Context: an optimization exercise on an open-source flow, tuned for small area. The choices shown serve that exercise and are no tape-out recipe. At most, simulation tests tie the RTL to the original design; equivalence was not proved. No functional check of the RTL was part of run 1. Power is estimated from default activity; no workload was simulated.

<file path="design/flow/config.mk">
export PLATFORM = sky130hd
export DESIGN_NAME = rhythm_game_top
export DESIGN_NICKNAME = rhythm_game_top
export VERILOG_FILES = /design/flow/design.v
export SDC_FILE = /design/flow/constraint.sdc
export NUM_CORES = 4
export LEC_CHECK = 0
export ABC_AREA = 1
export CAP_MARGIN = 20
export CORE_MARGIN = 2
export CORE_UTILIZATION = 60
export SLEW_MARGIN = 20
</file>
<file path="design/flow/standard.sh">
#!/bin/bash
# synth_recipe.tcl (not shown) runs the flow's synth.tcl, then flattens the netlist and writes it again
# the make line also repeats each setting of config.mk as NAME=value (left out here)
make -C /OpenROAD-flow-scripts/flow DESIGN_CONFIG=/design/flow/config.mk WORK_HOME=/design/flow/orfs CLKGATE_MAP_FILE= SYNTH_SCRIPT=/design/flow/synth_recipe.tcl "${@:-finish}"
</file>
<file path="design/flow/flow/abc_area.script">
strash
dc2
balance
rewrite -z
refactor -z
rewrite -z
&get -n
&dch -f
&nf -R 1000
&put
topo
</file>
<file path="design/flow/flow/run.sh">
#!/bin/bash
# The standard layout (standard.sh) with three changes:
#  - synthesis maps the combinational logic with an area-only ABC script
#    (flow/abc_area.script); everything else in synthesis, the registers
#    included, is the standard flow's own synthesis script, unchanged
#  - port buffers use the smallest buffer cell
#  - the clock tree uses clkbuf_4 and no dummy loads
# The full make output goes to flow_make.log in this folder.
set -euo pipefail
here=$PWD
orig=$(grep -o 'SYNTH_SCRIPT=[^ ]*' standard.sh | head -1 | cut -d= -f2)
cat > flow_synth.tcl <<TCL
proc abc {args} {
  set i [lsearch \$args -script]
  lset args [expr {\$i + 1}] $here/flow/abc_area.script
  yosys abc {*}\$args
}
source $orig
TCL
sed "s#SYNTH_SCRIPT=[^ ]*#SYNTH_SCRIPT=$here/flow_synth.tcl#" standard.sh > flow_standard.sh
export BUFFER_PORTS_ARGS="-buffer_cell sky130_fd_sc_hd__buf_1"
export CTS_ARGS="-sink_clustering_enable -repair_clock_nets -dont_use_dummy_load -buf_list sky130_fd_sc_hd__clkbuf_4"
bash flow_standard.sh finish > flow_make.log 2>&1
</file>
<file path="design/flow/design.v">
`default_nettype none
package game_geom_pkg;
	localparam int NUM_LANES = 4;
	typedef logic [9:0] pos_t;           
	typedef logic [NUM_LANES-1:0] lane_mask_t;
	localparam pos_t FALL_STEP = 10'd4;  
	localparam pos_t HIT_Y_MIN = 10'd400;
	localparam pos_t HIT_Y_MAX = 10'd440;
	typedef logic [7:0] count_t;
endpackage
`default_nettype wire
`default_nettype none
package song_pkg;
	typedef logic [7:0] key_t;
	localparam key_t KEY_START = 8'h2C;  
	localparam key_t KEY_STOP  = 8'h29;  
	localparam key_t KEY_LANE0 = 8'h07;  
	localparam key_t KEY_LANE1 = 8'h09;  
	localparam key_t KEY_LANE2 = 8'h0D;  
	localparam key_t KEY_LANE3 = 8'h0E;  
	typedef enum logic [1:0] {IDLE, PLAYING, DRAIN, DONE} game_state_t;
	localparam int SONG_LEN = 16;
	typedef logic [3:0] beat_idx_t;
	function automatic logic [3:0] beat_lanes(beat_idx_t idx);
		case (idx)
			4'd0:    beat_lanes = 4'b0001;
			4'd1:    beat_lanes = 4'b0010;
			4'd2:    beat_lanes = 4'b0100;
			4'd3:    beat_lanes = 4'b1000;
			4'd4:    beat_lanes = 4'b0000;  
			4'd5:    beat_lanes = 4'b0011;
			4'd6:    beat_lanes = 4'b0100;
			4'd7:    beat_lanes = 4'b1000;
			4'd8:    beat_lanes = 4'b0001;
			4'd9:    beat_lanes = 4'b0000;  
			4'd10:   beat_lanes = 4'b1100;
			4'd11:   beat_lanes = 4'b0010;
			4'd12:   beat_lanes = 4'b0001;
			4'd13:   beat_lanes = 4'b1001;
			4'd14:   beat_lanes = 4'b0100;
			default: beat_lanes = 4'b0010;
		endcase
	endfunction
endpackage
`default_nettype wire
`default_nettype none
module rhythm_game_top (
	input  wire        max10_clk1_50,
	input  wire        arst_n,
	input  wire        frame_tick,
	input  wire  [7:0] keycode,
	output logic [1:0] state,
	output logic [3:0] lane_hit,
	output logic [3:0] lane_miss,
	output logic [7:0] hit_count,
	output logic [7:0] miss_count,
	output logic [7:0] combo
);
	localparam logic [1:0] IDLE = 2'd0, PLAYING = 2'd1, DRAIN = 2'd2, DONE = 2'd3;
	logic [2:0] code, key_c;
	logic       key_chg;
	always_comb begin
		case (keycode)
			8'h2C:   code = 3'd1;
			8'h29:   code = 3'd2;
			8'h07:   code = 3'd4;
			8'h09:   code = 3'd5;
			8'h0D:   code = 3'd6;
			8'h0E:   code = 3'd7;
			default: code = 3'd0;
		endcase
	end
	always_ff @(posedge max10_clk1_50 or negedge arst_n) begin
		if (!arst_n) begin
			key_c   <= 3'd0;
			key_chg <= 1'b0;
		end else begin
			key_c   <= code;
			key_chg <= (code != key_c);
		end
	end
	logic       start, stop;
	logic [3:0] press;
	assign start = key_chg && (key_c == 3'd1);
	assign stop  = key_chg && (key_c == 3'd2);
	always_comb
		for (int l = 0; l < 4; l++)
			press[l] = key_chg && (key_c == 3'(4 + l));
	logic restart, clear, clear_q, beat, spawn, busy, go;
	logic [8:0] ticks;           
	logic [8:0] ticks_next;
	logic [4:0] q;               
	logic [3:0] r;               
	assign q  = ticks[8:4];
	assign r  = ticks[3:0];
	assign go = start && (state[1] == state[0]);    
	always_ff @(posedge max10_clk1_50 or negedge arst_n) begin
		if (!arst_n)
			state <= IDLE;
		else if (stop)
			state <= IDLE;
		else if (go)
			state <= PLAYING;
		else if (state == PLAYING && beat && q[4])      
			state <= DRAIN;
		else if (state == DRAIN && !busy && !spawn)
			state <= DONE;
	end
	always_ff @(posedge max10_clk1_50) begin
		restart <= go;
		clear   <= restart || stop || go;
		clear_q <= clear;
		beat    <= !restart && (state == PLAYING) && frame_tick && (r == 4'd15);
		spawn   <= !stop && (state == PLAYING) && beat;
	end
	logic       tick_en;
	logic [8:0] tcarry;
	assign tick_en = frame_tick && (state == PLAYING || state == DRAIN);
	always_comb begin
		tcarry[0] = 1'b1;
		for (int i = 1; i < 9; i++)
			tcarry[i] = tcarry[i-1] & ticks[i-1];
		for (int i = 0; i < 9; i++)
			ticks_next[i] = !restart && (ticks[i] ^ (tick_en & tcarry[i]));
	end
	always_ff @(posedge max10_clk1_50)
		ticks <= ticks_next;
	logic       z;
	logic [2:0] cslot;
	logic [1:0] vnew, cv;
	logic       inwin, fall;
	logic [7:0][1:0] v;
	logic [7:0] n0, n1;              
	logic [7:0][3:0] l0, l1;         
	logic [7:0] sel, spawn_here, has0, has1;
	logic [3:0] cand_alive, hit_v, miss_v, kill;
	assign z     = (r == 4'd0);
	assign cslot = q[2:0] + (z ? 3'd1 : 3'd2);
	assign vnew  = ticks_next[1:0] + 2'd1;
	assign cv    = v[cslot];
	always_comb begin
		case (r)
			4'd0:             inwin = (cv == 2'd3);
			4'd1, 4'd2, 4'd3: inwin = 1'b0;
			4'd4:             inwin = (cv == 2'd1);
			4'd5:             inwin = (cv != 2'd3);
			4'd15:            inwin = (cv != 2'd1);
			default:          inwin = 1'b1;
		endcase
		case (r)
			4'd0:    fall = (cv == 2'd3);
			4'd14:   fall = (cv == 2'd1);
			4'd15:   fall = (cv == 2'd2);
			default: fall = 1'b0;
		endcase
	end
	always_comb begin
		l0 = {4'b0100, 4'b0001, 4'b0001, q[4] ? 4'b0010 : 4'b1000,
		      4'b0100, 4'b0010, 4'b0001, q[4] ? 4'b0010 : 4'b1000};
		l1 = {4'b0000, q[4] ? 4'b1000 : 4'b0010, 4'b0000, 4'b0000,
		      4'b1000, 4'b0000, 4'b0000, 4'b0000};
		has0 = {1'b1, 1'b1, q[3], 1'b1, 1'b1, !q[3], 1'b1, 1'b1};
		has1 = {1'b0, 1'b1, 1'b0, 1'b0, q[3], 1'b0, 1'b0, 1'b0};
		for (int s = 0; s < 8; s++) begin
			sel[s]        = (cslot == 3'(s));
			spawn_here[s] = spawn && (q[2:0] == 3'(s));
		end
	end
	always_comb begin
		cand_alive = '0;
		for (int s = 0; s < 8; s++)
			cand_alive = cand_alive | ({4{sel[s] & n0[s]}} & l0[s]) | ({4{sel[s] & n1[s]}} & l1[s]);
		hit_v  = press & {4{inwin}} & cand_alive;
		miss_v = ~press & {4{frame_tick && fall}} & cand_alive;
		kill   = hit_v | miss_v;
	end
	for (genvar s = 0; s < 8; s++) begin : g_slot
		logic k0, k1;
		assign k0 = sel[s] && |(kill & l0[s]);
		assign k1 = sel[s] && |(kill & l1[s]);
		if (s == 3 || s == 6) begin : g_two
			logic [1:0] a;
			logic [1:0] vs;
			always_ff @(posedge max10_clk1_50 or negedge arst_n) begin
				if (!arst_n)
					a <= '0;
				else if (stop)
					a <= '0;
				else if (spawn_here[s])
					a <= {has1[s], has0[s]};
				else
					a <= a & ~{k1, k0};
			end
			always_ff @(posedge max10_clk1_50)
				if (spawn_here[s])
					vs <= vnew;
			assign n0[s] = a[0];
			assign n1[s] = a[1];
			assign v[s]  = vs;
		end else begin : g_one
			logic [1:0] vs;
			always_ff @(posedge max10_clk1_50 or negedge arst_n) begin
				if (!arst_n)
					vs <= '0;
				else if (stop)
					vs <= '0;
				else if (spawn_here[s] && has0[s])
					vs <= vnew;
				else if (k0)
					vs <= '0;
			end
			assign n0[s] = (vs != 2'd0);
			assign n1[s] = 1'b0;
			assign v[s]  = vs;
		end
	end
	always_ff @(posedge max10_clk1_50 or negedge arst_n) begin
		if (!arst_n) begin
			lane_hit  <= '0;
			lane_miss <= '0;
		end else begin
			lane_hit  <= hit_v;
			lane_miss <= miss_v;
		end
	end
	assign busy = |{n0, n1};
	logic [4:0] hc, mc, cc;
	logic       any_hit, any_miss, two_miss;
	assign any_hit  = |lane_hit;
	assign any_miss = |lane_miss;
	assign two_miss = (lane_miss[0] & lane_miss[1]) | (lane_miss[0] & lane_miss[3]) | (lane_miss[2] & lane_miss[3]);
	always_ff @(posedge max10_clk1_50 or negedge arst_n) begin
		if (!arst_n) begin
			hc <= '0;
			mc <= '0;
			cc <= '0;
		end else if (clear && clear_q) begin    
			hc <= '0;
			mc <= '0;
			cc <= '0;
		end else begin
			hc <= hc + {4'd0, any_hit};
			mc <= mc + {3'd0, two_miss, any_miss & ~two_miss};
			cc <= any_miss ? 5'd0 : cc + {4'd0, any_hit};
		end
	end
	assign hit_count  = {3'd0, hc};
	assign miss_count = {3'd0, mc};
	assign combo      = {3'd0, cc};
endmodule
`default_nettype wire
</file>
<file path="design/flow/constraint.sdc">
create_clock -name core_clock -period 5.0 [get_ports {max10_clk1_50}]
set_input_delay 1.0000 -clock core_clock [delete_from_list [all_inputs] [get_ports {max10_clk1_50}]]
set_output_delay 1.0000 -clock core_clock [all_outputs]
set_load 0.01 [all_outputs]
</file>
==> qor.yml, run 1 <==
status:
  status: "complete, no violations"
detailed_routing:
  drt_wl_total_um: 7160
  drc_errors: 0
  wl_per_cell_um: 15.8
  drtIter0Drc: 247
  first_pass_iters: 5
  ant_nets: 0
  wl_met3_um: 507
  avgViaCountPerCell: 5.93
  route.met2.wl_um: 3230
  vias: 2679
  highest_layer: "met4"
  wl_met1_um: 3270
timing:
  setup_ws_ns: 0.511
  worstMarginPinSlew_ns: 0.774
  fin_crit_sh: 0.898
  fin_skew_ns: 0.0343
  slew-limit-headroom: 0.484
  setup_tns_ns: 0
  fmax_mhz: 223
  drv_slew: 0
  setup-violations-final: 0
  rsz0062_at_grt: "false"
  hold_viol: 0
  fin_crit_ns: 4.49
grt:
  grt_pass1_wl_um: 12400
  grt_max_degree: 46
  grt_pass1_vias: 2539
  grt-ovfl-total: 0
  grt.total_usage: 0.270
  grt_antenna_before_repair: 0
yosys:
  synth_top_flop_cell: "dfrtp_1"
  synthAdderAreaFrac: 0.0484
  yosys_warnings: 1
  syn_inst: 337
  synth-edff-count: 4
  synth-xor-area-share: 0.0305
  seq_area_frac_synth: 0.484
  yosys.area_share.simple: 0.256
  ys_async_sr_fraction: 0.714
  synth_top_area_frac: 0.357
  netlist-cell-type-count: 46
  synthMuxAreaShare: 0.00317
  synth_area_um2: 3160
  ys_ff_latch: 63
  synth_compound_area_frac: 0.140
  synth_top_family_by_area: "simple AND/OR/NAND/NOR gates"
  synthTopCellsByArea: "dfrtp_1 (36%), dfxtp_1 (8.9%), nor2_1 (5.5%)"
  syn_avg_cell_area_um2: 9.37
  synth_top_cell_by_area: "dfrtp_1"
pwr:
  p_leak_nw: 1.45
  power_density_nw_per_um2: 304
  ir_drop_mv: 0.280
placed_design:
  io_buffers: 35
  place_inst: 443
  pre_cts_ws_ns: 0.359
  hpwl_um: 5390
  gp_congestion: 0.994
cells_and_area:
  final_cells: 452
  final_core_util: 0.671
  fill_cells: 469
  layout.nets: 406
  antennaDiodeCount: 0
  multi_input_area_um2: 1550
  area_growth_pct: 8.60
  drive_gt1_frac: 0.0340
  regArea_um2: 1530
setup_path:
  timing.rr.start: "ticks[1]$_DFF_P_"
  worst_path_dominant_cell_family: "simple AND/OR/NAND/NOR gates"
  slowest_stage: "o32ai_1"
  cp_max_fo: 8
  worstPathRequired_ns: 5.29
  crit_path_start: "ticks[1]$_DFF_P_"
  critical_path_arrival_ns: 4.78
  end_kind: "flop"
  path_buf_inv: 0
  r2r_setup_slack_ns: 0.51
  path_cells: "nor4_2 -> and2_0 -> fa_1 -> or3_1 -> o21ai_0 -> nor3_1 -> nor2_1 -> nor3_1 -> o32ai_1 -> nor4_1 -> or2_0 -> mux2i_1 -> o311ai_0 -> o22ai_1"
  path_class: "flop to flop"
  cp_common_cell: "nor3_1"
  start_kind: "flop"
  slowest_delay_ns: 0.60
floorplan:
  io_pins: 45
  die_w_um: 76.5
  die_h_um: 76.5
  coreArea_um2: 5110
  rows: 26
  initial_core_util: 0.618
  die_area_um2: 5860
clock_tree:
  cts.sinks: 63
  ctsHoldBuffers: 0
  clkLatencyLatePin_ns: 0.40
  clock-root-buffer: "clkbuf_4"
  cts.clk_slew.worst_paths_ns: 0.11
  cts_max_path_buffers: 2
  cts_made_buffers: 9
  htreeDepth: 3
  cts_resized: 0
  cts_tree: "built"
  post_cts_buffers: 0
min_path:
  hold_path.startpoint: "clear$_DFF_P_"
  min_path_type: "flop to flop"
job:
  drv_cap: 0
## state kept, by name, summed over array words and instances (netlist names)
register         cells
g_slot.g_one.vs     12
ticks                9
cc                   5
hc                   5
mc                   5
g_slot.g_two.a       4
g_slot.g_two.vs      4
lane_hit             4
lane_miss            4
key_c                3
state                2
beat                 1
clear                1
clear_q              1
key_chg              1
restart              1
spawn                1
## Yosys cell counts, types with 8 or more instances
library cell	count
buf_4	9
xnor2_1	8
nor2_1	46
nand2_1	28
ha_1	9
dfxtp_1	14
nor3_1	22
and2_0	8
and3_1	9
o21ai_0	12
dfrtp_1	45
nand3_1	10
a21oi_1	19
clkinv_1	14
## worst register-to-register path: stages (launching register included)
cell and delay [ns]:
dfxtp_1 0.39, nor4_2 0.43, and2_0 0.28, fa_1 0.54, or3_1 0.46, o21ai_0 0.17, nor3_1 0.07, nor2_1 0.25
nor3_1 0.11, o32ai_1 0.60, nor4_1 0.15, or2_0 0.29, mux2i_1 0.22, o311ai_0 0.20, o22ai_1 0.22
## per-layer routing
layer	global-route usage	vias to the layer above
li1	-	1302
met1	0.384	1242
met2	0.404	120
met3	0.0545	15
met4	0.115	0
met5	0	-
## cell type report
cell class                      count  share of cell area
Multi-Input combinational cell    259               0.451
Sequential cell                    63               0.445
Timing Repair Buffer               37              0.0431
Tap cell                           70              0.0255
Clock buffer                        9              0.0197
Inverter                           14              0.0153
## where the power goes
group / internal, mW / switching, mW
Clock: 0.0835 / 0.154
Combinational: 0.0735 / 0.184
Sequential: 0.529 / 0.0183
Total: 0.686 / 0.356
## final timing paths
check / depth (start not counted) / to
max: 14 / g_slot[4].g_one.vs[1]$_DFFE_PN0P_
min: 0 / clear_q$_DFF_P_
max reg2reg: 14 / g_slot[4].g_one.vs[1]$_DFFE_PN0P_
min reg2reg: 0 / clear_q$_DFF_P_
max in group asynchronous: 2 / g_slot[4].g_one.vs[1]$_DFFE_PN0P_
min in group asynchronous: 2 / hc[3]$_DFF_PN0_
## cell usage in the layout (no fill, tap or decap), types with 5 or more instances in the layout
cell type	n
a21oi_1	19
and2_0	8
and3_1	9
buf_1	34
clkbuf_4	9
clkinv_1	14
conb_1	9
dfrtp_1	45
dfxtp_1	14
ha_1	9
nand2_1	28
nand3_1	10
nor2_1	46
nor2b_1	6
nor3_1	22
nor4_1	5
o21ai_0	12
o22ai_1	6
or2_0	5
xnor2_1	8
## metrics by stage
| step | area (um^2) | total power, mW | hold slack [ns] |
|---|---|---|---|
| after floorplan | 3190 | 0.738 | 0.345 |
| after global placement | 3350 | 0.805 | 0.350 |
| after detailed placement | 3350 | 0.807 | 0.355 |
| after CTS | 3420 | 1.04 | 0.342 |
| after global routing | 3430 | 1.10 | 0.357 |
| final | 3430 | 1.04 | 0.344 |
## logic make-up after synthesis
group	count (synthesis)
xor+xnor	11
flops	63
simple gates	161
other cells	1
fa+ha+maj	11
compound gates	66
mux	1
buf+inv	23
==> run 2: changes to the inputs <==
--- a/design/flow/design.v
+++ b/design/flow/design.v
@@ -87,11 +87,11 @@
 		for (int l = 0; l < 4; l++)
 			press[l] = key_chg && (key_c == 3'(4 + l));
 	logic restart, clear, clear_q, beat, spawn, busy, go;
-	logic [8:0] ticks;           
-	logic [8:0] ticks_next;
-	logic [4:0] q;               
+	logic [7:0] ticks;           
+	logic [7:0] ticks_next;
+	logic [3:0] q;               
 	logic [3:0] r;               
-	assign q  = ticks[8:4];
+	assign q  = ticks[7:4];
 	assign r  = ticks[3:0];
 	assign go = start && (state[1] == state[0]);    
 	always_ff @(posedge max10_clk1_50 or negedge arst_n) begin
@@ -101,7 +101,7 @@
 			state <= IDLE;
 		else if (go)
 			state <= PLAYING;
-		else if (state == PLAYING && beat && q[4])      
+		else if (state == PLAYING && beat && q == 4'd0)    
 			state <= DRAIN;
 		else if (state == DRAIN && !busy && !spawn)
 			state <= DONE;
@@ -114,18 +114,18 @@
 		spawn   <= !stop && (state == PLAYING) && beat;
 	end
 	logic       tick_en;
-	logic [8:0] tcarry;
+	logic [7:0] tcarry;
 	assign tick_en = frame_tick && (state == PLAYING || state == DRAIN);
 	always_comb begin
 		tcarry[0] = 1'b1;
-		for (int i = 1; i < 9; i++)
+		for (int i = 1; i < 8; i++)
 			tcarry[i] = tcarry[i-1] & ticks[i-1];
-		for (int i = 0; i < 9; i++)
+		for (int i = 0; i < 8; i++)
 			ticks_next[i] = !restart && (ticks[i] ^ (tick_en & tcarry[i]));
 	end
 	always_ff @(posedge max10_clk1_50)
 		ticks <= ticks_next;
-	logic       z;
+	logic       z, cand_hi;
 	logic [2:0] cslot;
 	logic [1:0] vnew, cv;
 	logic       inwin, fall;
@@ -135,6 +135,7 @@
 	logic [7:0] sel, spawn_here, has0, has1;
 	logic [3:0] cand_alive, hit_v, miss_v, kill;
 	assign z     = (r == 4'd0);
+	assign cand_hi = state[1];       
 	assign cslot = q[2:0] + (z ? 3'd1 : 3'd2);
 	assign vnew  = ticks_next[1:0] + 2'd1;
 	assign cv    = v[cslot];
@@ -155,11 +156,11 @@
 		endcase
 	end
 	always_comb begin
-		l0 = {4'b0100, 4'b0001, 4'b0001, q[4] ? 4'b0010 : 4'b1000,
-		      4'b0100, 4'b0010, 4'b0001, q[4] ? 4'b0010 : 4'b1000};
-		l1 = {4'b0000, q[4] ? 4'b1000 : 4'b0010, 4'b0000, 4'b0000,
+		l0 = {4'b0100, 4'b0001, 4'b0001, cand_hi ? 4'b0010 : 4'b1000,
+		      4'b0100, 4'b0010, 4'b0001, cand_hi ? 4'b0010 : 4'b1000};
+		l1 = {4'b0000, cand_hi ? 4'b1000 : 4'b0010, 4'b0000, 4'b0000,
 		      4'b1000, 4'b0000, 4'b0000, 4'b0000};
-		has0 = {1'b1, 1'b1, q[3], 1'b1, 1'b1, !q[3], 1'b1, 1'b1};
+		has0 = {1'b1, 1'b1, q[3], 1'b1, 1'b1, !q[3], 1'b1, 1'b1};    
 		has1 = {1'b0, 1'b1, 1'b0, 1'b0, q[3], 1'b0, 1'b0, 1'b0};
 		for (int s = 0; s < 8; s++) begin
 			sel[s]        = (cslot == 3'(s));
==> run 2 against run 1 <==
  * Setup slack better by 0.049 ns
  * Synthesized cell count unchanged
  * Fmax up 1.1%
  * Critical endpoint unchanged
  * Worst hold slack better by 0.038 ns
==> qor.yml, run 2 <==
cells_and_area:
  layout.nets: 406
  layout_commonest_cell: "nor2_1"
  reg_top3: "g_slot.g_one.vs x12, ticks x8"
  antennaDiodeCount: 0
  final_cell_area_um2: 3410
  final_cells: 452
  largest_reg_flops: 12
  regMostFlops: "g_slot.g_one.vs"
  layout_common_cells: "nor2_1 (53), dfrtp_1 (45), buf_1 (34)"
  area_growth_pct: 8.90
  drive_gt1_frac: 0.0393
grt:
  grt_max_degree: 46
  grt_pass1_vias: 2442
  grt_antenna_before_repair: 0
  grt_pass1_wl_um: 12100
  grt.total_usage: 0.269
  grt-ovfl-total: 0
setup_path:
  cp_max_fo: 8
  path_cells: "nor4_2 -> and2_0 -> fa_1 -> or3_1 -> o21ai_0 -> nor3_1 -> nor2_1 -> nor4_1 -> a21oi_1 -> o32ai_2 -> nor4_1 -> nor2_1 -> nor2_1 -> a21oi_1 -> o311ai_0 -> o22ai_1"
  critical_path_arrival_ns: 4.69
  slowest_stage: "fa_1"
  crit_path_start: "ticks[1]$_DFF_P_"
  worstPathRequired_ns: 5.25
  path_class: "flop to flop"
  end_kind: "flop"
  slowest_delay_ns: 0.54
  cp_common_cell: "nor2_1"
  start_kind: "flop"
  r2r_setup_slack_ns: 0.56
  timing.rr.start: "ticks[1]$_DFF_P_"
timing:
  fin_crit_sh: 0.888
  setup_tns_ns: 0
  hold_viol: 0
  fin_hold_ws_ns: 0.382
  worstMarginPinSlew_ns: 0.966
  rsz0062_at_grt: "false"
  slew-limit-headroom: 0.354
  drv_slew: 0
  fin_skew_ns: 0.0287
  setup-violations-final: 0
  fmax_mhz: 225
  fin_crit_ns: 4.44
yosys:
  yosys_warnings: 1
  seq_area_frac_synth: 0.481
  synthTopCellsByCount: "nor2_1 (53), dfrtp_1 (45), nand2_1 (25), nor3_1 (21), a21oi_1 (20)"
  ys_ff_latch: 62
  synth_top_flop_cell: "dfrtp_1"
  syn_inst: 337
  ys_async_sr_fraction: 0.726
  synth_area_um2: 3130
  syn_avg_cell_area_um2: 9.30
  netlist-cell-type-count: 46
  synth_top_area_frac: 0.359
  synth-edff-count: 4
  yosysMostFrequentCell: "nor2_1"
  synth_top_cell_by_area: "dfrtp_1"
  synthTopCellsByArea: "dfrtp_1 (36%), dfxtp_1 (8.3%), nor2_1 (6.3%)"
floorplan:
  die_w_um: 76.3
  coreArea_um2: 5070
  initial_core_util: 0.618
  die_area_um2: 5820
  io_pins: 45
  rows: 26
  die_h_um: 76.3
pwr:
  ir_drop_mv: 0.238
  p_leak_nw: 1.45
  power_density_nw_per_um2: 302
placed_design:
  gp_congestion: 0.948
  place_area_um2: 3330
  io_buffers: 35
  hpwl_um: 5520
  place_inst: 443
clock_tree:
  cts_made_buffers: 9
  cts_tree: "built"
  cts.clk_slew.worst_paths_ns: 0.10
  clock-root-buffer: "clkbuf_4"
  clkLatencyLatePin_ns: 0.40
  cts_resized: 0
  cts_max_path_buffers: 2
  cts.sinks: 62
  post_cts_buffers: 0
  ctsHoldBuffers: 0
  htreeDepth: 3
detailed_routing:
  avgViaCountPerCell: 5.91
  vias: 2671
  drtIter0Drc: 296
  ant_nets: 0
  drc_errors: 0
  drt_wl_total_um: 7350
  wl_per_cell_um: 16.3
  first_pass_iters: 5
min_path:
  hold_path.startpoint: "clear$_DFF_P_"
  min_path_type: "flop to flop"
status:
  status: "complete, no violations"
job:
  drv_cap: 0
-- run 2: changes by cell type after synthesis, moves of 2 or more --
cell	previous run	this run
nor2_1	46	53
nand2b_1	4	9
and3_1	9	6
nand2_1	28	25
nand3_1	10	7
nor4_1	6	9
o21ai_0	12	9
or3_1	2	5
nor3b_1	4	2
o211ai_1	1	3
o31ai_1	0	2
-- run 2: area by class of cell --
type                       count  area (um^2)
sequential                    62         1510
multi-input combinational    260         1550
inverter                      13         48.8
fill                         445         1660
clock buffer                   9         67.6
timing repair buffer          38          155
tap                           70         87.6
-- run 2: per-stage QoR --
step	total power, mW	utilization	worst slack, ns
CTS	1.02	0.670	0.284
floorplan	0.721	-	1.01
detailed placement	0.789	0.657	0.348
global route	1.09	0.673	0.173
finish	1.03	0.673	0.560
global placement	0.790	0.657	0.471
-- run 2: final timing paths --
kind	endpoint	cells after the start
hold / removal	clear_q$_DFF_P_	0
min in group asynchronous	hc[3]$_DFF_PN0_	2
setup / recovery	g_slot[4].g_one.vs[1]$_DFFE_PN0P_	16
setup reg to reg	g_slot[4].g_one.vs[1]$_DFFE_PN0P_	16
max in group asynchronous	g_slot[2].g_one.vs[1]$_DFFE_PN0P_	2
hold reg to reg	clear_q$_DFF_P_	0
-- run 2: cell families after synthesis --
group           Yosys count  synth area share
xor+xnor                 11            0.0307
flops                    62             0.481
fa+ha+maj                11            0.0487
other cells               1           0.00120
compound gates           67             0.144
simple gates            162             0.255
buf+inv                  23            0.0395
-- run 2: critical path, delay by kind of cell (launching register included) --
kind / cells / cell delay (ns)
fa+ha+maj: 1 / 0.54
flops: 1 / 0.38
compound gates: 6 / 1.11
simple gates: 9 / 2.28
-- run 2: layer usage --
layer  global-route usage  part of all wire  vias to the layer above  routed length [um]
li1                     -                 -                     1297                   -
met1                0.396              0.47                     1237                3440
met2                0.396              0.44                      119                3240
met3               0.0498             0.072                       18                 532
met4                0.102             0.019                        0                 139
met5                    0                 0                        -                   0
-- run 2: report_power, final --
| group | switching [mW] | internal, mW | total, mW |
|---|---|---|---|
| clock | 0.154 | 0.0835 | 0.237 |
| sequential | 0.0155 | 0.520 | 0.535 |
| combinational | 0.185 | 0.0731 | 0.258 |
==> run 3: changes to the inputs <==
--- a/design/flow/flow/run.sh
+++ b/design/flow/flow/run.sh
@@ -19,5 +19,5 @@
 TCL
 sed "s#SYNTH_SCRIPT=[^ ]*#SYNTH_SCRIPT=$here/flow_synth.tcl#" standard.sh > flow_standard.sh
 export BUFFER_PORTS_ARGS="-buffer_cell sky130_fd_sc_hd__buf_1"
-export CTS_ARGS="-sink_clustering_enable -repair_clock_nets -dont_use_dummy_load -buf_list sky130_fd_sc_hd__clkbuf_4"
+export CTS_ARGS="-sink_clustering_enable -sink_clustering_size 80 -sink_clustering_max_diameter 400 -repair_clock_nets -dont_use_dummy_load -buf_list sky130_fd_sc_hd__clkbuf_8"
 bash flow_standard.sh finish > flow_make.log 2>&1
==> run 3 against run 2 <==
  * Still clean
  * Flip-flop and latch count stayed put
  * Critical path depth fell by 3
  * Final cell count unchanged
  * Sequential power is essentially flat
  * Synthesized area stayed put
  * Via count increased by 0.19%
  * Critical path type unchanged
  * Count of clock-buffer cells in the layout stayed put
  * Die area unchanged
  * Register-to-register slack worse by 0.14 ns
==> qor.yml, run 3 <==
status:
  status: "complete, no violations"
cells_and_area:
  regMostFlops: "g_slot.g_one.vs"
  fill_cells: 446
  reg_top3: "g_slot.g_one.vs x12, ticks x8"
  multi_input_area_um2: 1540
  layout_common_cells: "nor2_1 (53), dfrtp_1 (45), buf_1 (34)"
  largest_reg_flops: 12
  area_growth_pct: 10.5
  final_core_util: 0.682
  regArea_um2: 1510
  antennaDiodeCount: 0
  layout.nets: 406
  layout_commonest_cell: "nor2_1"
  drive_gt1_frac: 0.0366
yosys:
  syn_inst: 337
  syn_avg_cell_area_um2: 9.30
  synth_compound_area_frac: 0.144
  yosysMostFrequentCell: "nor2_1"
  synthMuxAreaShare: 0
  synth_top_family_by_area: "simple AND/OR/NAND/NOR gates"
  yosys.area_share.simple: 0.255
  synth-xor-area-share: 0.0307
  synthTopCellsByArea: "dfrtp_1 (36%), dfxtp_1 (8.3%), nor2_1 (6.3%)"
  ys_ff_latch: 62
  netlist-cell-type-count: 46
  synthAdderAreaFrac: 0.0487
  yosys_warnings: 1
  seq_area_frac_synth: 0.481
  synth_top_flop_cell: "dfrtp_1"
  synth_top_area_frac: 0.359
  synth_top_cell_by_area: "dfrtp_1"
  synth-edff-count: 4
  synth_area_um2: 3130
  ys_async_sr_fraction: 0.726
  synthTopCellsByCount: "nor2_1 (53), dfrtp_1 (45), nand2_1 (25), nor3_1 (21), a21oi_1 (20)"
floorplan:
  die_h_um: 76.3
  rows: 26
  io_pins: 45
  die_area_um2: 5820
  initial_core_util: 0.618
  die_w_um: 76.3
  coreArea_um2: 5070
setup_path:
  critical_path_arrival_ns: 4.83
  slowest_delay_ns: 0.68
  slowest_stage: "o32ai_1"
  path_cells: "nor4_2 -> clkinv_1 -> fa_1 -> or3_1 -> o21ai_0 -> nor3_1 -> nor2_1 -> nor3_1 -> o32ai_1 -> nor4_1 -> or2_0 -> a311oi_1 -> a22o_1"
  start_kind: "flop"
  path_class: "flop to flop"
  cp_max_fo: 8
  end_kind: "flop"
  path_buf_inv: 1
  timing.rr.start: "ticks[1]$_DFF_P_"
  worstPathRequired_ns: 5.25
  crit_path_start: "ticks[1]$_DFF_P_"
  cp_common_cell: "nor3_1"
  worst_path_dominant_cell_family: "simple AND/OR/NAND/NOR gates"
placed_design:
  io_buffers: 35
  gp_congestion: 0.948
  hpwl_um: 5520
clock_tree:
  ctsHoldBuffers: 0
  clock-root-buffer: "clkbuf_8"
  htreeDepth: 3
  cts_made_buffers: 9
  cts.clk_slew.worst_paths_ns: 0.07
  cts.sinks: 62
  clkLatencyLatePin_ns: 0.33
  cts_tree: "built"
  cts_max_path_buffers: 2
  post_cts_buffers: 0
timing:
  fmax_mhz: 218
  worstMarginPinSlew_ns: 0.953
  drv_slew: 0
  slew-limit-headroom: 0.362
  rsz0062_at_grt: "false"
  setup-violations-final: 0
  hold_viol: 0
  fin_crit_sh: 0.916
  fin_crit_ns: 4.58
  fin_skew_ns: 0.0190
  setup_tns_ns: 0
min_path:
  hold_path.startpoint: "clear$_DFF_P_"
  min_path_type: "flop to flop"
pwr:
  p_comb_frac: 0.228
  ir_drop_mv: 0.254
  sw_frac_of_total: 0.325
  p_seq_frac: 0.482
  p_leak_nw: 1.47
  power_density_nw_per_um2: 322
  clockPowerShare: 0.289
  power.switching_mw: 0.362
  p_int_mw: 0.751
grt:
  grt-ovfl-total: 0
  grt.total_usage: 0.270
  grt_max_degree: 46
  grt_pass1_vias: 2443
  grt_pass1_wl_um: 12100
  grt_antenna_before_repair: 0
detailed_routing:
  first_pass_iters: 5
  wl_per_cell_um: 16.4
  ant_nets: 0
  vias: 2676
  avgViaCountPerCell: 5.92
  drt_wl_total_um: 7400
  drtIter0Drc: 247
  drc_errors: 0
job:
  drv_cap: 0
==> run 3: changes by cell type in the layout (fill, tap and decap cells not counted) <==
cell / delta
clkbuf_4: -9
clkbuf_8: +9
o32ai_1: +1
o32ai_2: -1
==> run 3: cell families after synthesis <==
logic type	count (synthesis)
AND/OR/NAND/NOR	162
AO/OA/AOI/OAI	67
flip-flops	62
buffers and inverters	23
XOR/XNOR	11
adder cells (fa/ha/maj)	11
other	1
==> run 3: per-layer routing <==
metal,wire (um),GRT usage
met1,3400,0.393
met5,0,0
met3,542,0.0486
met2,3340,0.398
met4,111,0.113
==> run 3: final cells by class <==
| type | count | area share |
|---|---|---|
| Sequential cell | 62 | 0.435 |
| Timing Repair Buffer | 38 | 0.0448 |
| Clock buffer | 9 | 0.0358 |
| Tap cell | 70 | 0.0253 |
| Multi-Input combinational cell | 260 | 0.445 |
| Inverter | 13 | 0.0141 |
==> run 3: worst paths after layout <==
check	to	slack, ns	depth (start not counted)
worst max-delay path	g_slot[2].g_one.vs[0]$_DFFE_PN0P_	0.42	13
worst min-delay path	clear_q$_DFF_P_	0.38	0
worst max register to register	g_slot[2].g_one.vs[0]$_DFFE_PN0P_	0.42	13
worst min register to register	clear_q$_DFF_P_	0.38	0
max in group asynchronous	lane_hit[1]$_DFF_PN0_	3.85	2
min in group asynchronous	hc[3]$_DFF_PN0_	0.74	2
==> run 3: what timing repair did <==
item                                    CTS  global route
hold endpoints to repair                  0             0
gates resized for setup                   0             1
endpoints found under the setup margin    0             8
==> run 3: metrics by stage <==
stage / hold WS (ns) / instance area (um^2) / total power [mW] / std cells / setup WS (ns)
3_3_place_gp: 0.354 / 3330 / 0.790 / 443 / 0.471
6_report: 0.378 / 3460 / 1.11 / 452 / 0.421
3_5_place_dp: 0.371 / 3330 / 0.789 / 443 / 0.348
2_1_floorplan: 0.345 / 3160 / 0.721 / 345 / 1.01
4_1_cts: 0.380 / 3460 / 1.11 / 452 / 0.290
5_1_grt: 0.387 / 3460 / 1.17 / 452 / 0.0831
==> run 3: power groups by stage <==
stage	Sequential, mW	Clock, mW	Combinational, mW
after floorplan	0.542	0	0.180
after global placement	0.543	0	0.247
after detailed placement	0.544	0	0.245
after CTS	0.534	0.330	0.247
after global routing	0.539	0.352	0.280
final	0.537	0.322	0.254
==> run 4: changes to the inputs <==
==> design/flow/flow/run.sh (replaced) <==
#!/bin/bash
# The standard layout (standard.sh) with three changes:
#  - synthesis leaves adders to ABC (no extract_fa) and maps the
#    combinational logic with an area-only ABC script (flow/abc_area.script);
#    everything else in synthesis, the registers included, is the standard flow's own
#    synthesis script, unchanged
#  - port buffers use the smallest buffer cell
#  - the clock tree uses clkbuf_4 and no dummy loads
# The full make output goes to flow_make.log in this folder.
set -euo pipefail
here=$PWD
orig=$(grep -o 'SYNTH_SCRIPT=[^ ]*' standard.sh | head -1 | cut -d= -f2)
cat > flow_synth.tcl <<TCL
proc extract_fa {args} {
  puts "extract_fa skipped"
}
proc abc {args} {
  set i [lsearch \$args -script]
  lset args [expr {\$i + 1}] $here/flow/abc_area.script
  yosys abc {*}\$args
}
source $orig
TCL
sed "s#SYNTH_SCRIPT=[^ ]*#SYNTH_SCRIPT=$here/flow_synth.tcl#" standard.sh > flow_standard.sh
export BUFFER_PORTS_ARGS="-buffer_cell sky130_fd_sc_hd__buf_1"
export CTS_ARGS="-sink_clustering_enable -repair_clock_nets -dont_use_dummy_load -buf_list sky130_fd_sc_hd__clkbuf_4"
bash flow_standard.sh finish > flow_make.log 2>&1
==> design/flow/flow/abc_area.script (replaced) <==
strash
balance -l
 resub -K 6 -l
 rewrite -l
 resub -K 6 -N 2 -l
 refactor -l
 resub -K 8 -l
 balance -l
 resub -K 8 -N 2 -l
 rewrite -l
 resub -K 10 -l
 rewrite -z -l
 resub -K 10 -N 2 -l
 balance -l
 resub -K 12 -l
 refactor -z -l
 resub -K 12 -N 2 -l
 rewrite -z -l
 balance -l
dch -f
amap
topo
==> run 4 against run 3 <==
  * Still clean
  * Global-route usage decreased by 0.38 points
  * Combinational power rose by 9.4%
  * Clock skew increased by 0.0095 ns
  * Sequential share of layout area is 2.1 points higher
  * Setup slack better by 0.50 ns
  * Non-clock buffer count increased by 2
  * Flip-flop and latch count is the same
  * Total power down 3.5%
  * Count of clock-buffer cells in the layout unchanged
  * Critical path type unchanged
  * Critical endpoint is now g_slot[0].g_one.vs[0]$_DFFE_PN0P_
==> qor.yml, run 4 <==
status:
  status: "complete, no violations"
yosys:
  synthTopCellsByCount: "nor2_1 (59), dfrtp_1 (45), clkinv_1 (43), nor3_1 (34), nand2_1 (23)"
  synth_area_um2: 3030
  ys_async_sr_fraction: 0.726
  seq_area_frac_synth: 0.498
  netlist-cell-type-count: 39
  syn_inst: 353
  ys_ff_latch: 62
  syn_avg_cell_area_um2: 8.58
  synth_top_area_frac: 0.372
  synth_top_flop_cell: "dfrtp_1"
  synth_top_cell_by_area: "dfrtp_1"
  yosys_warnings: 1
  synth-edff-count: 4
  synthTopCellsByArea: "dfrtp_1 (37%), dfxtp_1 (8.6%), nor2_1 (7.3%)"
  yosysMostFrequentCell: "nor2_1"
cells_and_area:
  fill_cells: 411
  largest_reg_flops: 12
  area_growth_pct: 9.13
  antennaDiodeCount: 0
  layout_common_cells: "nor2_1 (59), dfrtp_1 (45), clkinv_1 (43)"
  layout.nets: 413
  final_core_util: 0.690
  drive_gt1_frac: 0.0375
  regArea_um2: 1510
  regMostFlops: "g_slot.g_one.vs"
  reg_top3: "g_slot.g_one.vs x12, ticks x8"
  final_cell_area_um2: 3300
  final_cells: 467
  multi_input_area_um2: 1320
  layout_commonest_cell: "nor2_1"
detailed_routing:
  wl_per_cell_um: 14.4
  ant_nets: 0
  avgViaCountPerCell: 5.82
  drtIter0Drc: 222
  first_pass_iters: 5
  vias: 2719
  drt_wl_total_um: 6720
  drc_errors: 0
grt:
  grt_antenna_before_repair: 0
  grt-ovfl-total: 0
  grt_max_degree: 46
  grt_pass1_wl_um: 11100
  grt.total_usage: 0.266
  grt_pass1_vias: 2434
clock_tree:
  post_cts_buffers: 0
  htreeDepth: 3
  cts_resized: 0
  cts.clk_slew.worst_paths_ns: 0.09
  cts_made_buffers: 9
  ctsHoldBuffers: 0
  cts_tree: "built"
  clock-root-buffer: "clkbuf_4"
  cts_max_path_buffers: 2
  clkLatencyLatePin_ns: 0.39
  cts.sinks: 62
placed_design:
  place_inst: 458
  pre_cts_ws_ns: 1.06
  hpwl_um: 5160
  gp_congestion: 1.02
  place_area_um2: 3240
  io_buffers: 35
timing:
  setup_tns_ns: 0
  slew-limit-headroom: 0.557
  setup_ws_ns: 0.919
  fin_crit_ns: 4.08
  hold_viol: 0
  fin_skew_ns: 0.0285
  rsz0062_at_grt: "false"
  setup-violations-final: 0
  fmax_mhz: 245
  fin_hold_ws_ns: 0.357
  drv_slew: 0
  worstMarginPinSlew_ns: 0.657
  fin_crit_sh: 0.816
pwr:
  sw_frac_of_total: 0.338
  power_density_nw_per_um2: 325
  clockPowerShare: 0.212
  p_comb_frac: 0.259
  finalPower_mw: 1.07
  ir_drop_mv: 0.317
  p_seq_frac: 0.529
  p_leak_nw: 1.32
  power.switching_mw: 0.363
  p_int_mw: 0.712
setup_path:
  path_class: "flop to flop"
  cp_max_fo: 13
  timing.rr.start: "ticks[1]$_DFF_P_"
  start_kind: "flop"
  r2r_setup_slack_ns: 0.92
  rr_endpoint: "g_slot[0].g_one.vs[0]$_DFFE_PN0P_"
  r2r_cells: 19
  critical_path_arrival_ns: 4.38
  worstPathRequired_ns: 5.30
  end_kind: "flop"
floorplan:
  io_pins: 45
  die_area_um2: 5630
  die_h_um: 75.0
  coreArea_um2: 4790
  rows: 25
  die_w_um: 75.0
  initial_core_util: 0.633
min_path:
  hold_end: "clear_q$_DFF_P_"
  whs_path_depth: 0
  hold_path.startpoint: "clear$_DFF_P_"
  min_path_type: "flop to flop"
job:
  drv_cap: 0
## run 4: how the worst max path moves through the flow
stage	slack (ns)	from	end
2_1_floorplan	1.12	ticks[1]$_DFF_P_	g_slot[4].g_one.vs[1]$_DFFE_PN0P_
3_3_place_gp	1.23	ticks[1]$_DFF_P_	g_slot[0].g_one.vs[1]$_DFFE_PN0P_
3_5_place_dp	1.06	ticks[1]$_DFF_P_	g_slot[0].g_one.vs[1]$_DFFE_PN0P_
4_1_cts	1.03	ticks[1]$_DFF_P_	g_slot[4].g_one.vs[1]$_DFFE_PN0P_
5_1_grt	0.54	ticks[1]$_DFF_P_	g_slot[4].g_one.vs[1]$_DFFE_PN0P_
6_report	0.92	ticks[1]$_DFF_P_	g_slot[0].g_one.vs[0]$_DFFE_PN0P_
## run 4: layout make-up
cell class,instances,area share
Multi-Input combinational cell,246,0.398
Timing Repair Buffer,40,0.0515
Sequential cell,62,0.456
Clock buffer,9,0.0204
Tap cell,67,0.0254
Inverter,43,0.0488
## run 4: metal layers
layer  part of all wire  GRT usage  routed length, um  vias to the layer above
met3              0.082     0.0723                548                       22
met1               0.44      0.339               2930                     1233
met2               0.45      0.421               3010                      122
met5                  0          0                  0                        -
met4              0.033      0.125                220                        0
li1                   -          -                  -                     1342
## run 4: power by group through the flow
stage,Combinational [mW],Sequential (mW),Clock [mW]
2_1_floorplan,0.202,0.570,0
3_3_place_gp,0.267,0.574,0
3_5_place_dp,0.272,0.576,0
4_1_cts,0.274,0.566,0.235
5_1_grt,0.314,0.572,0.256
6_report,0.278,0.568,0.228
## run 4: cell families after synthesis
family | after synthesis | synth area share
AO/OA/AOI/OAI | 78 | 0.177
flip-flops | 62 | 0.498
other | 1 | 0.00124
AND/OR/NAND/NOR | 159 | 0.246
buffers and inverters | 53 | 0.0781
## run 4: critical path, stage by stage (launching register included)
cell and delay, ns:
dfxtp_1 0.36, clkinv_1 0.10, nand2_1 0.09, nor3_1 0.25
nand2_1 0.13, o21ai_0 0.09, buf_4 0.20, clkinv_1 0.28
o21ai_0 0.25, a21oi_1 0.06, o32ai_1 0.35, clkinv_1 0.17
a32oi_1 0.19, nor2_1 0.05, o21ai_0 0.54, nor3_1 0.13
nor2_1 0.23, a22o_1 0.20, o221ai_1 0.14, o22ai_1 0.19
==> run 5: changes to the inputs <==
--- a/design/flow/design.v
+++ b/design/flow/design.v
@@ -132,13 +132,17 @@
 	logic [7:0][1:0] v;
 	logic [7:0] n0, n1;              
 	logic [7:0][3:0] l0, l1;         
-	logic [7:0] sel, spawn_here, has0, has1;
+	logic [7:0] sel, spawn_here, has0, has1, dq;
 	logic [3:0] cand_alive, hit_v, miss_v, kill;
 	assign z     = (r == 4'd0);
 	assign cand_hi = state[1];       
 	assign cslot = q[2:0] + (z ? 3'd1 : 3'd2);
-	assign vnew  = ticks_next[1:0] + 2'd1;
-	assign cv    = v[cslot];
+	assign vnew  = {ticks[0] | frame_tick, ~(ticks[0] ^ frame_tick)};
+	always_comb begin
+		cv = '0;
+		for (int s = 0; s < 8; s++)
+			cv = cv | ({2{sel[s]}} & v[s]);
+	end
 	always_comb begin
 		case (r)
 			4'd0:             inwin = (cv == 2'd3);
@@ -163,9 +167,11 @@
 		has0 = {1'b1, 1'b1, q[3], 1'b1, 1'b1, !q[3], 1'b1, 1'b1};    
 		has1 = {1'b0, 1'b1, 1'b0, 1'b0, q[3], 1'b0, 1'b0, 1'b0};
 		for (int s = 0; s < 8; s++) begin
-			sel[s]        = (cslot == 3'(s));
-			spawn_here[s] = spawn && (q[2:0] == 3'(s));
-		end
+			dq[s]         = (q[2:0] == 3'(s));
+			spawn_here[s] = spawn && dq[s];
+		end
+		for (int s = 0; s < 8; s++)
+			sel[s] = z ? dq[(s + 7) % 8] : dq[(s + 6) % 8];
 	end
 	always_comb begin
 		cand_alive = '0;
--- a/design/flow/config.mk
+++ b/design/flow/config.mk
@@ -6,7 +6,7 @@
 export NUM_CORES = 4
 export LEC_CHECK = 0
 export ABC_AREA = 1
-export CAP_MARGIN = 20
+export CAP_MARGIN = 0
 export CORE_MARGIN = 2
 export CORE_UTILIZATION = 60
-export SLEW_MARGIN = 20
+export SLEW_MARGIN = 0
==> run 5 against run 4 <==
  * Total power shrank 8.2%
  * Sequential power down 0.9%
  * Die area decreased by 2.5%
  * Critical path type unchanged
  * Largest power group unchanged
  * Count of clock-buffer cells in the layout unchanged
  * First-iteration DRC count is 25% lower
  * Global-route usage rose by 1.4 points
  * Combinational power is 33% lower
  * Synthesized area decreased by 2.6%
  * Register-to-register slack lost 0.08 ns
  * Worst hold slack worse by 0.0014 ns
  * Largest cell class unchanged
  * Sequential share of layout area grew 1.4 points
==> qor.yml, run 5 <==
setup_path:
  critical_path_arrival_ns: 4.43
  worst_path_dominant_cell_family: "compound AO/OA/AOI/OAI gates"
  slowest_stage: "or4_1"
  worstPathRequired_ns: 5.26
  end_kind: "flop"
  path_class: "flop to flop"
  cp_max_fo: 9
  cp_common_cell: "clkinv_1"
  timing.rr.start: "ticks[1]$_DFF_P_"
  start_kind: "flop"
  r2r_setup_slack_ns: 0.83
  path_cells: "clkinv_1 -> nand2_1 -> nor3_2 -> clkinv_1 -> o22ai_1 -> clkinv_1 -> a21o_1 -> or4_1 -> a211oi_1 -> o21ai_0 -> nor3_1 -> nor2_1 -> a22o_1 -> o211ai_1 -> o22ai_1"
  path_buf_inv: 3
  crit_path_start: "ticks[1]$_DFF_P_"
  slowest_delay_ns: 0.58
yosys:
  synthTopCellsByArea: "dfrtp_1 (38%), dfxtp_1 (8.8%), nor2_1 (6.9%)"
  syn_inst: 341
  synth_top_flop_cell: "dfrtp_1"
  seq_area_frac_synth: 0.511
  synthTopCellsByCount: "nor2_1 (54), dfrtp_1 (45), clkinv_1 (39), nor3_1 (34), nand2_1 (28)"
  synth-edff-count: 4
  ys_async_sr_fraction: 0.726
  netlist-cell-type-count: 35
  synth_top_area_frac: 0.382
  syn_avg_cell_area_um2: 8.65
  ys_ff_latch: 62
  yosysMostFrequentCell: "nor2_1"
  synth_area_um2: 2950
  yosys_warnings: 1
  synth_top_cell_by_area: "dfrtp_1"
clock_tree:
  cts_resized: 0
  htreeDepth: 3
  post_cts_buffers: 0
  cts_tree: "built"
  cts.clk_slew.worst_paths_ns: 0.10
  cts_max_path_buffers: 2
  clock-root-buffer: "clkbuf_4"
  cts.sinks: 62
  ctsHoldBuffers: 0
  clkLatencyLatePin_ns: 0.40
  cts_made_buffers: 9
cells_and_area:
  drive_gt1_frac: 0.0338
  layout_common_cells: "nor2_1 (54), dfrtp_1 (45), clkinv_1 (39)"
  layout_commonest_cell: "nor2_1"
  antennaDiodeCount: 0
  area_growth_pct: 8.78
  reg_top3: "g_slot.g_one.vs x12, ticks x8"
  largest_reg_flops: 12
  regMostFlops: "g_slot.g_one.vs"
  layout.nets: 398
timing:
  hold_viol: 0
  fin_skew_ns: 0.0216
  slew-limit-headroom: 0.278
  worstMarginPinSlew_ns: 1.07
  setup_tns_ns: 0
  fin_crit_ns: 4.17
  drv_slew: 0
  fmax_mhz: 240
  rsz0062_at_grt: "false"
  setup-violations-final: 0
  fin_crit_sh: 0.833
floorplan:
  die_h_um: 74.1
  initial_core_util: 0.624
  io_pins: 45
  coreArea_um2: 4720
  die_w_um: 74.1
  rows: 25
  die_area_um2: 5490
pwr:
  p_seq_frac: 0.570
  power_density_nw_per_um2: 308
  sw_frac_of_total: 0.317
  power.switching_mw: 0.313
  p_int_mw: 0.674
  clockPowerShare: 0.241
  ir_drop_mv: 0.198
  p_comb_frac: 0.188
  finalPower_mw: 0.987
  p_leak_nw: 1.35
detailed_routing:
  ant_nets: 0
  wl_per_cell_um: 14.8
  first_pass_iters: 4
  vias: 2628
  avgViaCountPerCell: 5.81
  drtIter0Drc: 167
  drt_wl_total_um: 6710
  drc_errors: 0
placed_design:
  io_buffers: 35
  hpwl_um: 5090
  gp_congestion: 0.973
grt:
  grt_pass1_wl_um: 11300
  grt_antenna_before_repair: 0
  grt-ovfl-total: 0
  grt_pass1_vias: 2470
  grt.total_usage: 0.280
  grt_max_degree: 46
min_path:
  hold_path.startpoint: "clear$_DFF_P_"
  min_path_type: "flop to flop"
status:
  status: "complete, no violations"
job:
  drv_cap: 0
## run 5: changes by cell type after synthesis, moves of 3 or more
cell	delta
o32ai_1	-3
o211ai_1	+5
o22ai_1	+4
nand3_1	-6
or2_0	-3
nor2_1	-5
nand2_1	+5
nor4_1	+5
o21ai_0	-3
clkinv_1	-4
## run 5: path summary, 6_finish.rpt
| path | end | cells after the start |
|---|---|---|
| hold reg to reg | clear_q$_DFF_P_ | 0 |
| setup reg to reg | g_slot[0].g_one.vs[1]$_DFFE_PN0P_ | 15 |
| setup / recovery | g_slot[0].g_one.vs[1]$_DFFE_PN0P_ | 15 |
| hold / removal | clear_q$_DFF_P_ | 0 |
| min in group asynchronous | cc[4]$_DFF_PN0_ | 1 |
| max in group asynchronous | g_slot[3].g_two.a[0]$_DFF_PN0_ | 1 |
## run 5: routing by layer
metal | track usage | share of wire | up-vias
met2 | 0.438 | 0.45 | 114
li1 | - | - | 1298
met1 | 0.352 | 0.44 | 1186
met3 | 0.0678 | 0.060 | 30
met5 | 0 | 0 | -
met4 | 0.172 | 0.051 | 0
## run 5: area by class of cell
type	instances	area [um^2]
fillers	384	1520
repair buffers	37	148
multi-input cells	238	1260
flip-flops and latches	62	1510
well taps	67	83.8
inverters	39	146
clock buffers	9	67.6
## run 5: power by group through the flow
stage / Combinational, mW / Clock, mW / Sequential, mW
floorplan: 0.136 / 0 / 0.566
global placement: 0.180 / 0 / 0.571
detailed placement: 0.181 / 0 / 0.571
CTS: 0.182 / 0.242 / 0.561
global route: 0.206 / 0.268 / 0.569
finish: 0.186 / 0.238 / 0.563
## run 5: through the flow
step           utilization  std cells  hold slack [ns]  cell area [um^2]  setup WS (ns)
2_1_floorplan            -        349            0.331              2980           1.08
3_3_place_gp         0.664        443            0.337              3140          0.576
3_5_place_dp         0.664        443            0.340              3140          0.455
4_1_cts              0.678        452            0.358              3200          0.463
5_1_grt              0.679        452            0.364              3210          0.362
6_report             0.679        452            0.355              3210          0.834
## run 5: cell families (layout without fill, tap and decap cells)
group / count (synthesis) / in the layout / share of synthesized area
buf+inv: 49 / 85 / 0.0751
compound gates: 76 / 76 / 0.171
flops: 62 / 62 / 0.511
simple gates: 153 / 153 / 0.242
other cells: 1 / 9 / 0.00127
==> run 6: changes to the inputs <==
--- a/design/flow/flow/run.sh
+++ b/design/flow/flow/run.sh
@@ -22,6 +22,7 @@
 source $orig
 TCL
 sed "s#SYNTH_SCRIPT=[^ ]*#SYNTH_SCRIPT=$here/flow_synth.tcl#" standard.sh > flow_standard.sh
+export SYNTH_INSBUF=0
 export BUFFER_PORTS_ARGS="-buffer_cell sky130_fd_sc_hd__buf_1"
 export CTS_ARGS="-sink_clustering_enable -repair_clock_nets -dont_use_dummy_load -buf_list sky130_fd_sc_hd__clkbuf_4"
 bash flow_standard.sh finish > flow_make.log 2>&1
--- a/design/flow/config.mk
+++ b/design/flow/config.mk
@@ -9,4 +9,5 @@
 export CAP_MARGIN = 0
 export CORE_MARGIN = 2
 export CORE_UTILIZATION = 60
+export GPL_TIMING_DRIVEN = 0
 export SLEW_MARGIN = 0
==> run 6 against run 5 <==
  * Still clean on timing, DRC and antenna
  * Combinational power is 3% lower
  * Core utilization is 0.97 points higher
  * Setup slack worse by 0.23 ns
  * First-iteration DRC count is 14% higher
  * Final cell count is 3.1% lower
  * Synthesized cell count is 2.9% lower
  * Largest cell class unchanged
==> qor.yml, run 6 <==
status:
  status: "complete, no violations"
cells_and_area:
  fill_cells: 408
  drive_gt1_frac: 0.0339
  antennaDiodeCount: 0
  largest_reg_flops: 12
  layout_commonest_cell: "nor2_1"
  multi_input_area_um2: 1260
  area_growth_pct: 11.7
  regMostFlops: "g_slot.g_one.vs"
  layout_common_cells: "nor2_1 (54), dfrtp_1 (45), clkinv_1 (39)"
  reg_top3: "g_slot.g_one.vs x12, ticks x8"
  regArea_um2: 1510
  layout.nets: 397
grt:
  grt_max_degree: 25
  grt_pass1_wl_um: 10500
  grt_pass1_vias: 2328
  grt.total_usage: 0.266
  grt-ovfl-total: 0
  grt_antenna_before_repair: 0
yosys:
  synthTopCellsByArea: "dfrtp_1 (39%), dfxtp_1 (9.1%), nor2_1 (7.1%)"
  syn_avg_cell_area_um2: 8.68
  yosys_warnings: 1
  synthTopCellsByCount: "nor2_1 (54), dfrtp_1 (45), clkinv_1 (39), nor3_1 (34), nand2_1 (28)"
  synth_top_area_frac: 0.392
  netlist-cell-type-count: 34
  ys_async_sr_fraction: 0.726
  yosysMostFrequentCell: "nor2_1"
  seq_area_frac_synth: 0.524
  ys_ff_latch: 62
  syn_inst: 331
  synth-edff-count: 4
  synth_area_um2: 2870
  synth_top_cell_by_area: "dfrtp_1"
  synth_top_flop_cell: "dfrtp_1"
detailed_routing:
  vias: 2597
  avgViaCountPerCell: 5.93
  drc_errors: 0
  first_pass_iters: 5
  drt_wl_total_um: 6510
  wl_per_cell_um: 14.9
  ant_nets: 0
  drtIter0Drc: 190
timing:
  hold_viol: 0
  worstMarginPinSlew_ns: 0.898
  fin_crit_sh: 0.880
  setup_tns_ns: 0
  rsz0062_at_grt: "false"
  fin_crit_ns: 4.40
  slew-limit-headroom: 0.396
  drv_slew: 0
  setup-violations-final: 0
  fmax_mhz: 227
  fin_skew_ns: 0.0215
  setup_ws_ns: 0.602
floorplan:
  coreArea_um2: 4660
  rows: 25
  die_area_um2: 5360
  die_h_um: 73.2
  initial_core_util: 0.617
  io_pins: 45
  die_w_um: 73.2
setup_path:
  cp_max_fo: 9
  r2r_cells: 16
  end_kind: "flop"
  critical_path_arrival_ns: 4.72
  worstPathRequired_ns: 5.32
  path_class: "flop to flop"
  start_kind: "flop"
clock_tree:
  cts_tree: "built"
  cts_made_buffers: 9
  cts.sinks: 62
  cts.clk_slew.worst_paths_ns: 0.10
  clock-root-buffer: "clkbuf_4"
  cts_max_path_buffers: 2
  htreeDepth: 3
  cts_resized: 0
  post_cts_buffers: 0
  clkLatencyLatePin_ns: 0.41
  ctsHoldBuffers: 0
pwr:
  power_density_nw_per_um2: 306
  ir_drop_mv: 0.219
  p_comb_frac: 0.183
  p_seq_frac: 0.574
  p_leak_nw: 1.36
  power.switching_mw: 0.308
  p_int_mw: 0.674
  sw_frac_of_total: 0.314
  clockPowerShare: 0.242
min_path:
  whs_path_depth: 0
  min_path_type: "flop to flop"
placed_design:
  pre_cts_ws_ns: 0.304
  hpwl_um: 4970
  io_buffers: 35
  gp_congestion: 0.929
job:
  drv_cap: 0
## run 6: cell count changes in the layout (fill, tap and decap cells not counted)
cell / previous run / this run
buf_4: 2 / 0
buf_16: 0 / 1
buf_2: 0 / 1
clkbuf_2: 1 / 0
nor4_1: 8 / 7
nor4_2: 0 / 1
## run 6: cells by family after synthesis
kind of cell	synth area share
AO/OA/AOI/OAI	0.175
buffers and inverters	0.0509
flip-flops	0.524
other	0.00130
AND/OR/NAND/NOR	0.249
## run 6: path summary, 6_finish.rpt
| path | start | end | slack [ns] |
|---|---|---|---|
| min reg2reg | clear$_DFF_P_ | clear_q$_DFF_P_ | 0.35 |
| max | ticks[1]$_DFF_P_ | g_slot[0].g_one.vs[0]$_DFFE_PN0P_ | 0.60 |
| min | clear$_DFF_P_ | clear_q$_DFF_P_ | 0.35 |
| max reg2reg | ticks[1]$_DFF_P_ | g_slot[0].g_one.vs[0]$_DFFE_PN0P_ | 0.60 |
| max in group asynchronous | arst_n | hc[1]$_DFF_PN0_ | 3.92 |
| min in group asynchronous | arst_n | key_chg$_DFF_PN0_ | 0.57 |
## run 6: through the flow
step / utilization / instance area, um^2 / instances / hold slack (ns) / power (mW)
finish: 0.689 / 3210 / 438 / 0.347 / 0.982
global placement: 0.666 / 3100 / 428 / 0.337 / 0.744
global route: 0.689 / 3210 / 438 / 0.351 / 1.03
CTS: 0.688 / 3210 / 438 / 0.345 / 0.986
floorplan: - / 2900 / 339 / 0.331 / 0.696
detailed placement: 0.673 / 3140 / 429 / 0.358 / 0.750
## run 6: area by class of cell
class / instances / share of cell area
flip-flops and latches: 62 / 0.469
multi-input cells: 238 / 0.393
inverters: 39 / 0.0456
clock buffers: 9 / 0.0210
well taps: 54 / 0.0210
repair buffers: 36 / 0.0499
## run 6: layer usage
layer,up-vias,global-route usage,wire length (um)
li1,1298,-,-
met1,1205,0.330,2820
met5,-,0,0
met2,84,0.429,3150
met4,0,0.111,125
met3,10,0.0829,416
## run 6: power groups by stage
stage	Combinational (mW)	Clock, mW	Sequential, mW
final	0.180	0.238	0.564
after global placement	0.172	0	0.572
after detailed placement	0.177	0	0.573
after global routing	0.202	0.263	0.568
after CTS	0.178	0.247	0.562
after floorplan	0.129	0	0.566
## run 6: worst max-delay path, cell delays in order (launching register included)
cell and delay, ns:
dfxtp_1 0.31, clkinv_1 0.10, nand2_1 0.09, nor3_2 0.44, clkinv_1 0.39, o22ai_1 0.45, clkinv_1 0.19, a21o_1 0.20
or4_1 0.59, a21oi_1 0.16, a211oi_1 0.06, o21ai_0 0.42, nor3_1 0.12, nor2_1 0.26, a22o_1 0.23, o211ai_1 0.13
o22ai_1 0.17
==> run 7: changes to the inputs <==
--- a/design/flow/flow/run.sh
+++ b/design/flow/flow/run.sh
@@ -22,7 +22,6 @@
 source $orig
 TCL
 sed "s#SYNTH_SCRIPT=[^ ]*#SYNTH_SCRIPT=$here/flow_synth.tcl#" standard.sh > flow_standard.sh
-export SYNTH_INSBUF=0
 export BUFFER_PORTS_ARGS="-buffer_cell sky130_fd_sc_hd__buf_1"
 export CTS_ARGS="-sink_clustering_enable -repair_clock_nets -dont_use_dummy_load -buf_list sky130_fd_sc_hd__clkbuf_4"
 bash flow_standard.sh finish > flow_make.log 2>&1
==> run 7 against run 6 <==
  * Still clean
  * Global-route usage fell by 0.67 points
  * Wire length increased by 0.98%
  * Critical path depth up 1
  * Final cell count is 5.3% higher
  * First-iteration DRC count shrank 13%
  * Setup slack worse by 0.17 ns
  * Cell area grew 2.6%
  * Fmax shrank 3.7%
  * Combinational power grew 5%
  * Core utilization is 0.86 points higher
  * Clock skew rose by 0.0038 ns
  * Critical path type unchanged
  * Critical endpoint is now g_slot[0].g_one.vs[1]$_DFFE_PN0P_
==> qor.yml, run 7 <==
detailed_routing:
  drt_wl_total_um: 6570
  drc_errors: 0
  first_pass_iters: 5
  ant_nets: 0
  avgViaCountPerCell: 5.82
  drtIter0Drc: 165
  vias: 2682
  wl_per_cell_um: 14.3
cells_and_area:
  layout_commonest_cell: "nor2_1"
  drive_gt1_frac: 0.0584
  largest_reg_flops: 12
  antennaDiodeCount: 0
  reg_top3: "g_slot.g_one.vs x12, ticks x8"
  layout_common_cells: "nor2_1 (54), dfrtp_1 (45), clkinv_1 (39)"
  layout.nets: 407
pwr:
  clockPowerShare: 0.236
  p_int_mw: 0.678
  p_leak_nw: 1.41
  ir_drop_mv: 0.174
  p_seq_frac: 0.572
  power_density_nw_per_um2: 300
  sw_frac_of_total: 0.313
setup_path:
  rr_endpoint: "g_slot[0].g_one.vs[1]$_DFFE_PN0P_"
  r2r_cells: 17
  cp_max_fo: 9
  timing.rr.start: "ticks[1]$_DFF_P_"
  path_buf_inv: 3
  r2r_setup_slack_ns: 0.43
  start_kind: "flop"
  worstPathRequired_ns: 5.26
  slowest_stage: "nor3_2"
  path_cells: "clkinv_1 -> nand2_1 -> nor3_2 -> clkinv_1 -> o22ai_1 -> clkinv_1 -> a21oi_1 -> nand2_1 -> nor3_1 -> nand2_1 -> nor4_1 -> o21ai_0 -> nor3_1 -> nor2_1 -> a22o_1 -> o211ai_1 -> o22ai_1"
  worst_path_dominant_cell_family: "simple AND/OR/NAND/NOR gates"
  end_kind: "flop"
clock_tree:
  cts.sinks: 62
  clkLatencyLatePin_ns: 0.39
  cts_made_buffers: 9
  clock-root-buffer: "clkbuf_4"
  htreeDepth: 3
floorplan:
  die_w_um: 74.1
  initial_core_util: 0.624
  rows: 25
  die_h_um: 74.1
  io_pins: 45
placed_design:
  gp_congestion: 0.917
  hpwl_um: 5040
  pre_cts_ws_ns: 0.204
timing:
  fin_crit_ns: 4.57
  fmax_mhz: 219
  drv_slew: 0
  setup-violations-final: 0
  fin_skew_ns: 0.0253
  setup_ws_ns: 0.434
  fin_crit_sh: 0.913
min_path:
  whs_path_depth: 0
  hold_path.startpoint: "clear$_DFF_P_"
  min_path_type: "flop to flop"
yosys:
  synthTopCellsByArea: "dfrtp_1 (38%), dfxtp_1 (8.8%), nor2_1 (6.9%)"
  ys_ff_latch: 62
  synth_top_cell_by_area: "dfrtp_1"
  synth-edff-count: 4
  synth_top_area_frac: 0.382
  synth_top_flop_cell: "dfrtp_1"
  ys_async_sr_fraction: 0.726
  synthTopCellsByCount: "nor2_1 (54), dfrtp_1 (45), clkinv_1 (39), nor3_1 (34), nand2_1 (28)"
grt:
  grt.total_usage: 0.259
  grt_pass1_vias: 2349
  grt_antenna_before_repair: 0
  grt_max_degree: 36
job:
  drv_cap: 0
status:
  status: "complete, no violations"
-- run 7: power groups by stage --
stage / Combinational, mW / Sequential (mW) / Clock, mW
6_report: 0.189 / 0.565 / 0.233
3_3_place_gp: 0.179 / 0.572 / 0
3_5_place_dp: 0.184 / 0.573 / 0
4_1_cts: 0.184 / 0.563 / 0.241
5_1_grt: 0.209 / 0.570 / 0.261
2_1_floorplan: 0.136 / 0.566 / 0
-- run 7: kinds of logic after synthesis --
kind of cell,share of synthesized area
AO/OA/AOI/OAI,0.171
buffers and inverters,0.0751
AND/OR/NAND/NOR,0.242
flip-flops,0.511
other,0.00127
-- run 7: area by class of cell --
cell class                      instances  area [um^2]  area share
Sequential cell                        62         1510       0.457
Multi-Input combinational cell        238         1260       0.383
Timing Repair Buffer                   36          153      0.0463
Inverter                               39          146      0.0444
Tap cell                               67         83.8      0.0254
Buffer                                 10         75.1      0.0228
Clock buffer                            9         67.6      0.0205
-- run 7: worst max-delay path by stage --
stage,from,to,slack (ns),cells past startpoint
3_3_place_gp,ticks[3]$_DFF_P_,g_slot[4].g_one.vs[1]$_DFFE_PN0P_,0.33,16
2_1_floorplan,ticks[3]$_DFF_P_,g_slot[6].g_two.a[1]$_DFF_PN0_,1.08,15
4_1_cts,ticks[1]$_DFF_P_,g_slot[0].g_one.vs[0]$_DFFE_PN0P_,0.18,15
3_5_place_dp,ticks[1]$_DFF_P_,g_slot[0].g_one.vs[1]$_DFFE_PN0P_,0.20,15
6_report,ticks[1]$_DFF_P_,g_slot[0].g_one.vs[1]$_DFFE_PN0P_,0.43,17
5_1_grt,ticks[1]$_DFF_P_,g_slot[4].g_one.vs[1]$_DFFE_PN0P_,0.06,17
-- run 7: worst register-to-register path, stage by stage (launching register included) --
cell and delay (ns):
dfxtp_1 0.32, clkinv_1 0.11, nand2_1 0.11, nor3_2 0.47, clkinv_1 0.41, o22ai_1 0.43, clkinv_1 0.23, a21oi_1 0.18
nand2_1 0.06, nor3_1 0.47, nand2_1 0.12, nor4_1 0.25, o21ai_0 0.21, nor3_1 0.32, nor2_1 0.15, a22o_1 0.26
o211ai_1 0.23, o22ai_1 0.12
-- run 7: through the flow --
step,power (mW),utilization,std cells,cell area [um^2]
final,0.987,0.697,461,3290
after global routing,1.04,0.697,461,3290
after CTS,0.987,0.696,461,3290
after detailed placement,0.756,0.682,452,3220
after global placement,0.751,0.676,451,3190
after floorplan,0.702,-,349,2980
-- run 7: routing by layer --
| metal | up-vias | share of wire | GRT usage |
|---|---|---|---|
| met4 | 0 | 0.031 | 0.152 |
| met5 | - | 0 | 0 |
| li1 | 1311 | - | - |
| met1 | 1230 | 0.43 | 0.325 |
| met3 | 24 | 0.061 | 0.0556 |
| met2 | 117 | 0.48 | 0.416 |
-- run 7: repair_timing --
item	CTS	global route
resized for setup	0	1
hold buffers	0	0
setup endpoints to repair	0	16
buffers inserted	0	0

Re-timed with assumed drivers on the ports (clkbuf_16 on the clock, buf_2 on other inputs), run 7 has 0.434 ns of setup slack against 0.434 ns with ideal ports, and 0.434 ns once port delays also move by the mid clock arrival of 0.405 ns.
